From an optimization exercise on the open Yosys and OpenROAD flow, aimed at small area, a short achievable clock period and few clock cycles; shortcuts taken in it are not production practice. Function was checked by simulation only, so behaviour that the tests miss may differ from the original. No activity file was given, so power comes from the tool's default toggle rates.

Setup of build 59:
Design four_digit_calculator_core, start of the top module:
module four_digit_calculator_core (
    input  logic        aclk,
    input  logic        aresetn,
    input  logic        s_tvalid,
    output logic        s_tready,
    input  logic [7:0]  s_tdata,
    input  logic [1:0]  s_tuser,
    output logic        m_tvalid,
    input  logic        m_tready,
    output logic [31:0] m_tdata,
    output logic [3:0]  m_tuser
);
For scale: ~1,600 cells after synthesis, about 150 flip-flops, about 13,000 um^2 of cells after synthesis.
Settings: LEC_CHECK=0, CAP_MARGIN=20, CORE_MARGIN=2, CORE_UTILIZATION=40, CTS_BUF_LIST=sky130_fd_sc_hd__clkbuf_4 sky130_fd_sc_hd__clkbuf_8, CTS_CLUSTER_SIZE=30, PLACE_DENSITY=0.8, SETUP_SLACK_MARGIN=5, SLEW_MARGIN=20, TNS_END_PERCENT=5; clock period 10.0 ns.
run.sh (not shown) runs the stock make flow with config.mk's settings and CLKGATE_MAP_FILE= SYNTH_SCRIPT=/design/flow/synth_recipe.tcl, a recipe that flattens the netlist after the stock synthesis.
Testbench counts of build 59, summed over its fixed seeds: cycles 4,700.
Modified inputs, build 21 compared to build 59
-- flow/config.mk --
<<< build 59, line 13
export PLACE_DENSITY = 0.8
>>> build 21, line 13
### Flow results
Summary: power, build 21 worse than build 59
Build 59 → build 21: routed wire length now larger; area occupied by registers now sits at about the same level; design area higher.
Build 21: wire length of the first global-routing pass about 2% above build 59
Path depth of the worst reg2reg path: build 21 > build 59
On hold slack, build 59 and build 21 are neck and neck.
What build 64 does differently from build 21 at the input level:
-- flow/config.mk --
<<< build 21, line 13
>>> build 64, line 13
export PLACE_DENSITY = 0.75
Notes after the runs:
The post-route cell area reported for build 64 is smaller than that of build 21 by 0.74%.
Core utilization: build 64 lower than build 21
The setup slack of build 64 is larger than that of build 21.
Via-per-instance ratio ends up higher on build 64.
Inputs modified between build 64 and build 39:
-- flow/config.mk --
<<< build 64, line 11
export CTS_BUF_LIST = sky130_fd_sc_hd__clkbuf_4 sky130_fd_sc_hd__clkbuf_8
export CTS_CLUSTER_SIZE = 30
export PLACE_DENSITY = 0.75
>>> build 39, line 11
Findings:
Having completed the whole flow, build 39 delivered a layout that passed the timing, design-rule and antenna checks.
Build 64: full flow OK, the timing, design-rule and antenna checks passed
The total global-route track usage reported for build 39 is greater than that of build 64 by 1.4 points.
Against build 64, placed wire-length estimate after detailed placement in build 39 rose by a few percent.
[diff] worst hold margin, build 39 relative to build 64: regression
NOTE first-pass GRT wire length build 64->build 39 increased by a few percent
Build 39 vs. build 64: power now sits higher; final period demand of the worst path now sits higher; data arrival time at the worst-slack endpoint now sits higher.
Fmax | build 39 vs build 64 | build 39 slower
Clock buffer count in build 39 is 1 lower than in build 64

---

Setup of old:
Another version of the RTL of four_digit_calculator_core (not shown whole).
Size: ~1800 cells after synthesis, about 150 flip-flops, roughly 52 I/O pins, roughly 14000 um^2 of cells after synthesis.
// four_digit_calculator_core
module four_digit_calculator_core (
    input  logic        aclk,
    input  logic        aresetn,
    input  logic        s_tvalid,
    output logic        s_tready,
    input  logic [7:0]  s_tdata,
    input  logic [1:0]  s_tuser,
    output logic        m_tvalid,
    input  logic        m_tready,
    output logic [31:0] m_tdata,
    output logic [3:0]  m_tuser
);
    localparam logic [1:0] OP_ADD = 2'd0;
    localparam logic [1:0] OP_MUL = 2'd1;
    localparam logic [1:0] OP_SUB = 2'd2;
    localparam logic [1:0] OP_DIV = 2'd3;
    localparam logic [3:0] ST_IDLE   = 4'd0;
    localparam logic [3:0] ST_MUL    = 4'd1;
    localparam logic [3:0] ST_MULFIN = 4'd2;
    localparam logic [3:0] ST_RED    = 4'd3;
    localparam logic [3:0] ST_NEG    = 4'd4;
    localparam logic [3:0] ST_DCMP   = 4'd5;
    localparam logic [3:0] ST_DIV    = 4'd6;
    localparam logic [3:0] ST_QNEG   = 4'd7;
    localparam logic [3:0] ST_MODFIN = 4'd8;
  ...
make LEC_CHECK=0 CAP_MARGIN=20 CORE_MARGIN=2 CORE_UTILIZATION=40 SETUP_SLACK_MARGIN=5 SLEW_MARGIN=20 finish   # period 10.0 ns
Testbench counts of old, summed over its fixed seeds: cycles 4,468.
Edits applied to the flow inputs when going from old to new:
-- flow/config.mk --
<<< old, line 11
export SETUP_SLACK_MARGIN = 5
export SLEW_MARGIN = 20
>>> new, line 11
export SETUP_SLACK_MARGIN = 5
export SLEW_MARGIN = 20
export TNS_END_PERCENT = 5
Notes after the runs:
In new the final cell area excluding filler cells turned out 1.2% lower than in old. new ends up with lower slew of the pin with the lowest slew margin than old does. new reached the end of the flow, and the finished layout is clean on the timing, design-rule and antenna checks. Comparing old with new, the total power of the final layout came out essentially unchanged.

---

RTL: one of the versions met above, not the one the previous note started from.
For scale: ~1600 cells after synthesis, about 150 flip-flops, ~52 I/O pins, roughly 13000 um2 of cells after synthesis.
## four_digit_calculator_core
module four_digit_calculator_core (
    input  logic        aclk,
    input  logic        aresetn,
    input  logic        s_tvalid,
    output logic        s_tready,
    input  logic [7:0]  s_tdata,
    input  logic [1:0]  s_tuser,
    output logic        m_tvalid,
    input  logic        m_tready,
    output logic [31:0] m_tdata,
    output logic [3:0]  m_tuser
);
    localparam logic [1:0] OP_ADD = 2'd0;
    localparam logic [1:0] OP_MUL = 2'd1;
    localparam logic [1:0] OP_SUB = 2'd2;
    localparam logic [1:0] OP_DIV = 2'd3;
    localparam logic [3:0] ST_IDLE   = 4'd0;
    localparam logic [3:0] ST_MUL    = 4'd1;
    localparam logic [3:0] ST_MULFIN = 4'd2;
    localparam logic [3:0] ST_RED    = 4'd3;
    localparam logic [3:0] ST_NEG    = 4'd4;
    localparam logic [3:0] ST_DCMP   = 4'd5;
    localparam logic [3:0] ST_DIV    = 4'd6;
    localparam logic [3:0] ST_QNEG   = 4'd7;
    localparam logic [3:0] ST_MODFIN = 4'd8;
    localparam logic [3:0] ST_CHKW   = 4'd9;    
    localparam logic DM_L = 1'b0;    
    localparam logic DM_S = 1'b1;    
    logic       q0_v;
    logic [5:0] q0;               
    logic [3:0] in_dig;
    logic       pop;
  ...
clock: 10.0 ns
lec_check: 0
cap_margin: 20
core_margin: 2
core_utilization: 40
setup_slack_margin: 5
slew_margin: 20
tns_end_percent: 0
Testbench counts at the start, summed over its fixed seeds: cycles 4,700.
Next try:
Settings changed: PLACE_DENSITY set to 0.75, TNS_END_PERCENT 0 to 5.
The changed run completed with no timing, DRC or antenna violations.
Wire length drops by 4.0%.
Worst hold slack is better by 0.0067 ns.
Utilization drops by 0.28 points.
Total power goes down by 2.0%.
Non-clock buffer count drops by 5.
Count of clock-buffer cells in the layout went up by 1.
Cell area drops by 0.61%.
Maximum frequency went up by 1.3%.

static timing again, ports no longer ideal:
How much do the figures lean on ideal ports? The routed layouts below were timed once more, with nothing changed but the port constraints.
Step 1 (the two cells are an assumption about what drives the block):
set clk [get_ports {aclk}]
set_driving_cell -lib_cell sky130_fd_sc_hd__clkbuf_16 $clk
set_driving_cell -lib_cell sky130_fd_sc_hd__buf_2 [delete_from_list [all_inputs] $clk]
Step 2 also shifts input and output timing later by t, the mid clock arrival at the registers, as if the neighbouring blocks saw the same clock.
Three values: no drivers, after step 1, after step 2; two values: the first two.
run | t, ns | slack for setup (ns) | worst hold slack (ns) | slew at the worst register clock pin (ns) | cell pins on the clock port's net
build 59 | 0.508 | 4.971 / 4.944 / 4.517 | 0.457 / 0.457 / 0.457 | 0.09 / 0.09 | 1
build 21 | 0.516 | 5.014 / 4.991 / 4.535 | 0.458 / 0.458 / 0.458 | 0.09 / 0.09 | 1
build 64 | 0.500 | 5.043 / 5.041 / 4.598 | 0.462 / 0.462 / 0.462 | 0.09 / 0.09 | 1
build 39 | 0.483 | 4.987 / 4.990 / 4.529 | 0.456 / 0.456 / 0.456 | 0.07 / 0.07 | 1
old | 0.484 | 4.988 / 4.988 / 4.714 | 0.500 / 0.500 / 0.500 | 0.07 / 0.07 | 1
new | 0.485 | 5.025 / 5.010 / 4.592 | 0.499 / 0.499 / 0.499 | 0.07 / 0.07 | 1
the first run of note 3 | 0.485 | 4.951 / 4.951 / 4.540 | 0.455 / 0.455 / 0.455 | 0.07 / 0.07 | 1
the second run of note 3 | 0.486 | 5.016 / 5.034 / 4.551 | 0.462 / 0.462 / 0.462 | 0.07 / 0.07 | 1
After both steps every run listed still meets setup and hold. For build 21, which loses most, drivers alone change the setup slack by -0.023 ns; drivers and shift together by -0.479 ns.
